This is an optimization exercise on Yosys and OpenROAD, whose aim is small area, a short achievable clock period and few clock cycles, not a production implementation.
Power and IR drop assume default switching activity.

==> trial 35: inputs <==
==> flow/design.v <==
`timescale 1ns/10ps
package link_pkg;
    localparam int LINK_W = 16;
    localparam int ADR_W = 24;
    localparam int MEM_DEPTH = 64;
    localparam int MEM_AW = 6;
    localparam logic HDR_MARKER = 1'b1;   
    typedef logic [LINK_W-1:0] link_word_t;
    typedef logic [ADR_W-1:0] link_adr_t;
    typedef logic [2:0] beat_cnt_t;   
    typedef enum logic [3:0] {
        CYC_SINGLE = 4'd0,
        CYC_BURST8 = 4'd1,
        CYC_BURST4 = 4'd2
    } cyc_type_e;
    typedef struct packed {
        logic [ADR_W-LINK_W-1:0] adr_hi;
        cyc_type_e cyc;
        logic we;
        logic [1:0] sel;
        logic marker;
    } link_hdr0_t;
    typedef struct packed {
        link_adr_t adr;
        logic we;
        logic [1:0] sel;
        beat_cnt_t last;
    } link_cmd_t;
    typedef struct packed {
        logic ok;
        logic err;
        link_word_t rdata;
    } link_result_t;
    function automatic beat_cnt_t cyc_last(cyc_type_e cyc);
        case (cyc)
            link_pkg::CYC_BURST8: cyc_last = 3'd7;
            link_pkg::CYC_BURST4: cyc_last = 3'd3;
            default: cyc_last = 3'd0;   
        endcase
    endfunction
endpackage
`timescale 1ns/10ps
package wb_pkg;
    localparam int WB_ADR_W = 24;
    localparam int WB_DAT_W = 16;
    typedef logic [WB_ADR_W-1:0] wb_adr_t;   
    typedef logic [WB_DAT_W-1:0] wb_dat_t;
    typedef struct packed {
        logic cyc;
        logic stb;
        logic we;
        logic [1:0] sel;
        wb_adr_t adr;
        wb_dat_t dat;
        logic burst4;
        logic burst8;   
    } wb_req_t;
endpackage
`timescale 1ns/10ps
`timescale 1ns/10ps
`timescale 1ns/10ps
`timescale 1ns/10ps
`timescale 1ns/10ps
`timescale 1ns/10ps
module link_bridge (
    input  logic        i_clk,
    input  logic        i_rst,
    input  logic        wb_cyc_i,
    input  logic        wb_stb_i,
    input  logic        wb_we_i,
    input  logic [1:0]  wb_sel_i,
    input  logic [23:0] wb_adr_i,
    input  logic [15:0] wb_dat_i,
    input  logic        wb_burst4_i,
    input  logic        wb_burst8_i,
    output logic [15:0] wb_dat_o,
    output logic        wb_ack_o,
    output logic        wb_err_o,
    output logic        link_dir_o
);
    logic [15:0] mem [64];
    logic [2:0]  cnt;        
    logic        first;      
    logic [5:0]  nidx_q;     
    logic        novf_q;     
    logic        beat;
    logic [2:0]  last;
    logic        is_last;
    logic [5:0]  idx;
    logic        in_range;
    logic [63:0] word_oh;    
    logic [15:0] rdat;
    logic [1:0]  wsel;
    logic [15:0] wdat;
    assign beat = wb_cyc_i & wb_stb_i;
    assign last = wb_burst8_i ? 3'd7 : (wb_burst4_i ? 3'd3 : 3'd0);
    assign is_last = (cnt == last);
    assign idx = first ? wb_adr_i[5:0] : nidx_q;
    assign in_range = (wb_adr_i[23:6] == 18'd0) & (first | ~novf_q);
    always_comb begin
        rdat = 16'd0;
        for (int i = 0; i < 64; i++) begin
            word_oh[i] = in_range & (idx == 6'(i));
            rdat = rdat | (mem[i] & {16{word_oh[i]}});
        end
    end
    always_ff @(posedge i_clk) begin
        if (i_rst) begin
            cnt <= 3'd0;
            first <= 1'b1;
            nidx_q <= 6'd0;
            novf_q <= 1'b0;
            wb_ack_o <= 1'b0;
            wb_err_o <= 1'b0;
            link_dir_o <= 1'b0;
        end else begin
            wb_ack_o <= beat & in_range;
            wb_err_o <= beat & ~in_range;
            link_dir_o <= beat & ~wb_we_i & ~is_last;
            if (beat) begin
                cnt <= is_last ? 3'd0 : cnt + 3'd1;
                first <= is_last;
                {novf_q, nidx_q} <= {~in_range, 6'd0} | ({1'b0, idx} + 7'd1);
            end
        end
    end
    always_ff @(posedge i_clk) begin
        wb_dat_o <= rdat;
    end
    assign wsel = {2{beat & wb_we_i}} & wb_sel_i;
    assign wdat = i_rst ? 16'd0 : wb_dat_i;
    always_ff @(posedge i_clk) begin
        for (int i = 0; i < 64; i++) begin
            if (i_rst || (word_oh[i] && wsel[1])) begin
                mem[i][15:8] <= wdat[15:8];
            end
            if (i_rst || (word_oh[i] && wsel[0])) begin
                mem[i][7:0] <= wdat[7:0];
            end
        end
    end
endmodule
==> flow/run.sh <==
#!/bin/bash
# synth_recipe.tcl (not shown) runs the flow's synth.tcl, then flattens the netlist and writes it again
# the make line also repeats each setting of config.mk as NAME=value (left out here)
make -C /OpenROAD-flow-scripts/flow DESIGN_CONFIG=/design/flow/config.mk WORK_HOME=/design/flow/orfs CLKGATE_MAP_FILE= SYNTH_SCRIPT=/design/flow/synth_recipe.tcl finish
==> flow/config.mk <==
export PLATFORM = sky130hd
export DESIGN_NAME = link_bridge
export DESIGN_NICKNAME = link_bridge
export VERILOG_FILES = /design/flow/design.v
export SDC_FILE = /design/flow/constraint.sdc
export NUM_CORES = 4
export LEC_CHECK = 0
export CAP_MARGIN = 20
export CORE_MARGIN = 2
export CORE_UTILIZATION = 50
export SETUP_SLACK_MARGIN = 3.8
export SLEW_MARGIN = 20
==> flow/constraint.sdc <==
create_clock -name core_clock -period 6.5 [get_ports {i_clk}]
set_input_delay 1.3000 -clock core_clock [delete_from_list [all_inputs] [get_ports {i_clk}]]
set_output_delay 1.3000 -clock core_clock [all_outputs]
set_load 0.01 [all_outputs]
==> inputs of build 70, as changes to trial 35 <==
==> flow/design.v, changed modules only <==
module link_bridge (
    input  logic        i_clk,
    input  logic        i_rst,
    input  logic        wb_cyc_i,
    input  logic        wb_stb_i,
    input  logic        wb_we_i,
    input  logic [1:0]  wb_sel_i,
    input  logic [23:0] wb_adr_i,
    input  logic [15:0] wb_dat_i,
    input  logic        wb_burst4_i,
    input  logic        wb_burst8_i,
    output logic [15:0] wb_dat_o,
    output logic        wb_ack_o,
    output logic        wb_err_o,
    output logic        link_dir_o
);
    logic [15:0] mem [64];
    logic [2:0]  cnt;        
    logic        rd_act;     
    logic [7:0]  lo_q;
    logic [7:0]  hi_q;
    logic [1:0]  wsel_q;     
    logic [15:0] wdat_q;
    logic        beat;
    logic        first;
    logic [2:0]  last;
    logic        is_last;
    logic        hi_zero;
    logic        rin;        
    logic [7:0]  lo_dec;     
    logic [7:0]  hi_dec;
    logic [7:0]  nlo;        
    logic [7:0]  nhi;
    logic        nin;        
    logic [63:0] word_oh;
    logic [15:0] rdat;
    assign beat = wb_cyc_i & wb_stb_i;
    assign first = (cnt == 3'd0);
    assign last = wb_burst8_i ? 3'd7 : (wb_burst4_i ? 3'd3 : 3'd0);
    assign is_last = (cnt == last);
    assign hi_zero = (wb_adr_i[23:6] == 18'd0);
    assign rin = |hi_q;
    assign nlo = {lo_q[6:0], lo_q[7]};
    assign nhi = lo_q[7] ? {hi_q[6:0], 1'b0} : hi_q;
    assign nin = |nhi;
    always_comb begin
        for (int j = 0; j < 8; j++) begin
            lo_dec[j] = (wb_adr_i[2:0] == 3'(j));
            hi_dec[j] = hi_zero & (wb_adr_i[5:3] == 3'(j));
        end
    end
    always_ff @(posedge i_clk) begin
        if (i_rst) begin
            cnt <= 3'd0;
            rd_act <= 1'b0;
            lo_q <= 8'hFF;
            hi_q <= 8'hFF;
            wsel_q <= 2'b11;
            wdat_q <= 16'd0;
            wb_ack_o <= 1'b0;
            wb_err_o <= 1'b0;
            link_dir_o <= 1'b0;
        end else begin
            wsel_q <= 2'b00;
            wb_ack_o <= 1'b0;
            wb_err_o <= 1'b0;
            link_dir_o <= 1'b0;
            if (rd_act) begin
                wb_ack_o <= rin;
                wb_err_o <= ~rin;
                link_dir_o <= ~is_last;
                lo_q <= nlo;
                hi_q <= nhi;
                cnt <= is_last ? 3'd0 : cnt + 3'd1;
                rd_act <= ~is_last;
            end else if (beat) begin
                if (first) begin
                    lo_q <= lo_dec;
                    hi_q <= hi_dec;
                end else begin
                    lo_q <= nlo;
                    hi_q <= nhi;
                end
                if (wb_we_i) begin
                    wb_ack_o <= first ? hi_zero : nin;
                    wb_err_o <= first ? ~hi_zero : ~nin;
                    wsel_q <= wb_sel_i;
                    wdat_q <= wb_dat_i;
                    cnt <= is_last ? 3'd0 : cnt + 3'd1;
                end else begin
                    rd_act <= 1'b1;
                end
            end
        end
    end
    always_comb begin
        rdat = 16'd0;
        for (int i = 0; i < 64; i++) begin
            word_oh[i] = hi_q[i / 8] & lo_q[i % 8];
            rdat = rdat | (mem[i] & {16{word_oh[i]}});
        end
    end
    always_ff @(posedge i_clk) begin
        wb_dat_o <= rdat;
    end
    always_ff @(posedge i_clk) begin
        for (int i = 0; i < 64; i++) begin
            if (word_oh[i] && wsel_q[1]) begin
                mem[i][15:8] <= wdat_q[15:8];
            end
            if (word_oh[i] && wsel_q[0]) begin
                mem[i][7:0] <= wdat_q[7:0];
            end
        end
    end
endmodule
CTS_CLUSTER_DIAMETER = 80   (was not set)
CTS_CLUSTER_SIZE = 25   (was not set)
SETUP_SLACK_MARGIN = 4.1   (was 3.8)
==> comparison <==
Between trial 35 and build 70, the lower non-clock buffer count is in build 70 (gap 393).
Between trial 35 and build 70, the lower sequential power is in trial 35 (gap about 4.3%, measured against build 70).
Of build 70 and trial 35, trial 35 has the higher final cell count (gap 15%, measured against trial 35).
Build 70 completed with no timing, DRC or antenna violations. Trial 35 completed with no timing, DRC or antenna violations.
Against trial 35, the count of clock-buffer cells in the layout of build 70 is lower by 40.
Between trial 35 and build 70, the lower synthesized cell count is in build 70 (gap 3.8%, measured against build 70).
Against trial 35, the clock power of build 70 is smaller by 43%.
Against trial 35, the power of build 70 is smaller by about 9%.
Between build 70 and trial 35, the lower register-to-register slack is in trial 35 (gap 1.3 ns).
In trial 35 the first-iteration DRC count is smaller than in build 70, by about 1.7%.
No run of this note included a check of the RTL's function; only the layout flow was run.

-- re-timing with driven ports --
No port has a modelled driver above. Below, the same layouts with a new extraction and two added sets of constraints.
Step 1, drivers: a clkbuf_16 drives i_clk and a buf_2 each remaining input, both assumed.
Step 2 adds t to the input delays and takes it off the output delays; t is the mean of the earliest and latest rising clock arrival at the registers after step 1. Input paths then give back, and output paths get back, about the clock's delay inside the block.
a / b / c = ideal ports / drivers / drivers and shift; a / b = the first two.
| run | t (ns) | setup WS [ns] | pins driven straight from the clock port |
|---|---|---|---|
| trial 35 | 0.762 | 2.549 / 2.589 / 1.828 | 1 |
| build 70 | 0.702 | 3.962 / 3.962 / 3.487 | 1 |
After both steps every run listed still meets setup and hold. The setup slack of trial 35, which loses most, moves by +0.040 ns with the drivers and by -0.721 ns with both steps.
